This is an optimization exercise on Yosys and OpenROAD, whose aim is small area, not a production implementation. Function was checked by simulation only, so behaviour that the tests miss may differ from the original. No activity file was given, so power comes from the tool's default toggle rates. No driver is modelled on the clock port, so clocking that relies on it looks cheaper here than on a real chip.

## old
Design led_matrix_top, start of the top module:
module led_matrix_top
(
	input  logic      TESTCLK,
	input  logic      reset,
	input  logic        pix_wr_strobe,  
	input  logic [24:0] pix_wr,         
	output logic [5:0]  led_pins        
);
Size: about 20000 cells after synthesis, ~34 I/O pins.
==> flow/config.mk <==
export PLATFORM = sky130hd
export DESIGN_NAME = led_matrix_top
export DESIGN_NICKNAME = led_matrix_top
export VERILOG_FILES = /design/flow/design.v
export SDC_FILE = /design/flow/constraint.sdc
export NUM_CORES = 4
export LEC_CHECK = 0
export CAP_MARGIN = 20
export CORE_MARGIN = 2
export CORE_UTILIZATION = 55
export PLACE_DENSITY = 0.68
export SLEW_MARGIN = 20
export SYNTH_HIERARCHICAL = 1
export SYNTH_MEMORY_MAX_BITS = 16384
==> flow/constraint.sdc <==
create_clock -name core_clock -period 10.0 [get_ports {TESTCLK}]
set_input_delay 2.0000 -clock core_clock [delete_from_list [all_inputs] [get_ports {TESTCLK}]]
set_output_delay 2.0000 -clock core_clock [all_outputs]
set_load 0.01 [all_outputs]
standard.sh (not shown) runs the stock make flow with config.mk's settings and CLKGATE_MAP_FILE= SYNTH_SCRIPT=/design/flow/synth_recipe.tcl, a recipe that flattens the netlist after the stock synthesis.
==> flow/flow/run.sh <==
#!/bin/bash
# The standard layout, with two changes: after the standard synthesis every
# combinational cell gets the smallest drive strength of its kind (the
# repair steps size up whatever then needs it), and the clock tree uses
# larger sink clusters. Each tool's output goes to a log of its own here.
set -euo pipefail
R=orfs/results/$FLOW_PLATFORM/led_matrix_top/base
LIB=$FLOW_HOME/platforms/$FLOW_PLATFORM/lib/sky130_fd_sc_hd__tt_025C_1v80.lib

bash standard.sh synth > synth.log 2>&1
cp $R/1_2_yosys.v synth_standard.v
python3 flow/downsize.py $LIB $R/1_2_yosys.v > downsize.log 2>&1
# 1_synth.odb is now older than the netlist, so make rebuilds it from there
bash standard.sh \
	"CTS_ARGS=-sink_clustering_enable -repair_clock_nets -sink_clustering_size 30 -sink_clustering_max_diameter 120" \
	finish > layout.log 2>&1
Other scripts of this flow, unchanged in this note and not shown: flow/flow/downsize.py
old: flow completed, timing, DRC and antenna clean
Relative to old, the following input files were edited for new:
- PLACE_DENSITY: 0.68 -> unset
- CORE_UTILIZATION: 55 -> 45
-- flow/flow/run.sh --
<<< old, line 13
# 1_synth.odb is now older than the netlist, so make rebuilds it from there
bash standard.sh \
	"CTS_ARGS=-sink_clustering_enable -repair_clock_nets -sink_clustering_size 30 -sink_clustering_max_diameter 120" \
	finish > layout.log 2>&1
>>> new, line 13
# 1_synth.odb is now older than the netlist, so make rebuilds it from there
bash standard.sh \
	"CTS_ARGS=-sink_clustering_enable -repair_clock_nets -sink_clustering_size 26 -sink_clustering_max_diameter 100" \
	finish > layout.log 2>&1
### Flow results
old → new: total length of routed met2 wires climbed 18000 µm, worst setup slack now sits lower, final standard cell area without fillers up 3200 µm², number of vias after detailed routing essentially unchanged, clock buffer count climbed 13%.
Between new and old, maximum frequency is higher for old, new comes in under that.
Instance count of the mapped netlist: new vs old identical
As of new, number of cells in the finished layout apart from fillers had risen by a few percent compared to old.

* * *

== quartz ==
led_matrix_top, a different RTL version from the one above (not shown whole).
Size in the first run: ~20000 cells after synthesis, roughly 9200 flip-flops, ~260000 um^2 of cells after synthesis.
Settings: LEC_CHECK=0, CAP_MARGIN=20, CORE_MARGIN=2, CORE_UTILIZATION=45, CTS_CLUSTER_DIAMETER=100, CTS_CLUSTER_SIZE=26, SLEW_MARGIN=20, SYNTH_HIERARCHICAL=1, SYNTH_MEMORY_MAX_BITS=16384; clock period 10.0 ns.
run.sh (not shown) runs the stock make flow with config.mk's settings and CLKGATE_MAP_FILE= SYNTH_SCRIPT=/design/flow/synth_recipe.tcl, a recipe that flattens the netlist after the stock synthesis.
Stock flow here: none of the scripts above is used.
quartz reached the end of the flow, and the finished layout is clean on the timing, design-rule and antenna checks.
[inputs] yarrow vs quartz
- CTS_CLUSTER_DIAMETER removed (was 100)
- CTS_CLUSTER_SIZE removed (was 26)
==> summary.txt <==
The run showing the smaller utilization is quartz. Peak per-stage delay on the critical path: quartz vs yarrow — no meaningful difference. yarrow vs quartz: fraction of final layout cells sized beyond drive strength 1 up. Of yarrow and quartz, the run reporting the higher tightest hold margin was quartz. yarrow ends up with a fraction of area in registers that is 4.1 points lower than in quartz. yarrow ended with more number of clock-tree buffers in the layout than quartz. quartz → yarrow: post-detailed-routing wire length grew by 1.7%, routing usage on met1 stayed essentially flat. Re part of the total power dissipated in the clock network: quartz was lower than yarrow. Across both runs, cell area was higher for yarrow than for quartz.

* * *

Setup of main:
led_matrix_top with an RTL version that a note above also has.
Size: about 20000 cells after synthesis, ~34 I/O pins, ~260000 um^2 of cells after synthesis.
Design led_matrix_top, start of the top module:
module led_matrix_top
(
	input  logic      TESTCLK,
	input  logic      reset,
	input  logic        pix_wr_strobe,  
	input  logic [24:0] pix_wr,         
	output logic [5:0]  led_pins        
);
	localparam int NUM_LANES = 4;  
	logic [10:0]          cnt;
	logic                 chain_idx;
	logic                 ctrl_phase;
	logic                 load_word;
	logic                 bit_step;
	logic                 word_end;
	logic                 ctrl_bit;
	logic                 sclk;
	logic                 lat;
	logic                 ld0;
	logic                 ld1;
	logic                 ld0_n;
	logic                 ld1_n;
	logic                 kill;
	logic [6143:0]        mem;
	logic [NUM_LANES-1:0] sdo_bus;
	tlc_bit_timer tlc_bit_timer_i (
		.TESTCLK    (TESTCLK),
		.reset      (reset),
		.cnt        (cnt),
		.chain_idx  (chain_idx),
		.ctrl_phase (ctrl_phase),
		.ld0        (ld0),
		.ld1        (ld1),
		.ld0_n      (ld0_n),
		.ld1_n      (ld1_n)
	);
	led_refresh_fsm led_refresh_fsm_i (
		.TESTCLK    (TESTCLK),
		.reset      (reset),
		.cnt        (cnt),
		.chain_idx  (chain_idx),
		.ctrl_phase (ctrl_phase),
		.load_word  (load_word),
		.bit_step   (bit_step),
		.word_end   (word_end),
		.ctrl_bit   (ctrl_bit),
		.sclk       (sclk),
		.lat        (lat)
	);
	gs_frame_buffer gs_frame_buffer_i (
		.TESTCLK       (TESTCLK),
		.reset         (reset),
		.pix_wr_strobe (pix_wr_strobe),
  ...
export LEC_CHECK = 0
export CAP_MARGIN = 20
export CORE_MARGIN = 2
export CORE_UTILIZATION = 45
export SLEW_MARGIN = 20
export SYNTH_HIERARCHICAL = 1
export SYNTH_MEMORY_MAX_BITS = 16384
create_clock -name core_clock -period 10.0 [get_ports {TESTCLK}]
standard.sh (not shown) runs the stock make flow with config.mk's settings and CLKGATE_MAP_FILE= SYNTH_SCRIPT=/design/flow/synth_recipe.tcl, a recipe that flattens the netlist after the stock synthesis.
==> flow/flow/run.sh <==
#!/bin/bash
# The standard layout, with two changes: after the standard synthesis every
# combinational cell gets the smallest drive strength of its kind (the
# repair steps size up whatever then needs it), and the clock tree uses
# larger sink clusters. Each tool's output goes to a log of its own here.
set -euo pipefail
R=orfs/results/$FLOW_PLATFORM/led_matrix_top/base
LIB=$FLOW_HOME/platforms/$FLOW_PLATFORM/lib/sky130_fd_sc_hd__tt_025C_1v80.lib

bash standard.sh synth > synth.log 2>&1
cp $R/1_2_yosys.v synth_standard.v
python3 flow/downsize.py $LIB $R/1_2_yosys.v > downsize.log 2>&1
# 1_synth.odb is now older than the netlist, so make rebuilds it from there
bash standard.sh \
	"CTS_ARGS=-sink_clustering_enable -repair_clock_nets -sink_clustering_size 32 -sink_clustering_max_diameter 120 -dont_use_dummy_load" \
	finish > layout.log 2>&1
Other scripts of this flow, unchanged in this note and not shown: flow/flow/downsize.py
Modified inputs, the feature branch compared to main
--- a/flow/flow/run.sh
+++ b/flow/flow/run.sh
@@ -13,4 +13,4 @@
 # 1_synth.odb is now older than the netlist, so make rebuilds it from there
 bash standard.sh \
-	"CTS_ARGS=-sink_clustering_enable -repair_clock_nets -sink_clustering_size 32 -sink_clustering_max_diameter 120 -dont_use_dummy_load" \
+	"CTS_ARGS=-sink_clustering_enable -repair_clock_nets -sink_clustering_size 30 -sink_clustering_max_diameter 120" \
 	finish > layout.log 2>&1
Results
The feature branch against main: power density normalized to cell area shows an increase of about 0.8%, number of detailed-route iterations in the first pass dropped 1, post-route minimum period saw an increase, maximum frequency neither gained nor lost much.

-- afterwards: timing with drivers on the ports --
How much do the figures lean on ideal ports? The routed layouts below were timed once more, with nothing changed but the port constraints. Step 1 (the two cells are an assumption about what drives the block):
set clk [get_ports {TESTCLK}]
set_driving_cell -lib_cell sky130_fd_sc_hd__clkbuf_16 $clk
set_driving_cell -lib_cell sky130_fd_sc_hd__buf_2 [delete_from_list [all_inputs] $clk]
Step 2 moves the port delays by t, midway between the first and last clock arrival at a register: inputs arrive t later, outputs are due t later. That takes back most of the time a late clock gives input paths. Three values: no drivers, after step 1, after step 2; two values: the first two.
run	shift t [ns]	setup WS [ns]	pins driven straight from the clock port
old	1.140	4.693 / 4.581 / 3.672	1
new	1.159	4.637 / 4.514 / 3.612	1
quartz	1.172	4.770 / 4.645 / 3.927	1
yarrow	1.252	4.649 / 4.526 / 3.917	1
main	1.123	4.654 / 4.531 / 3.626	1
the feature branch	1.153	4.640 / 4.516 / 3.646	1
After both steps every run listed still meets setup and hold. For main, which loses most, drivers alone change the setup slack by -0.123 ns; drivers and shift together by -1.028 ns.
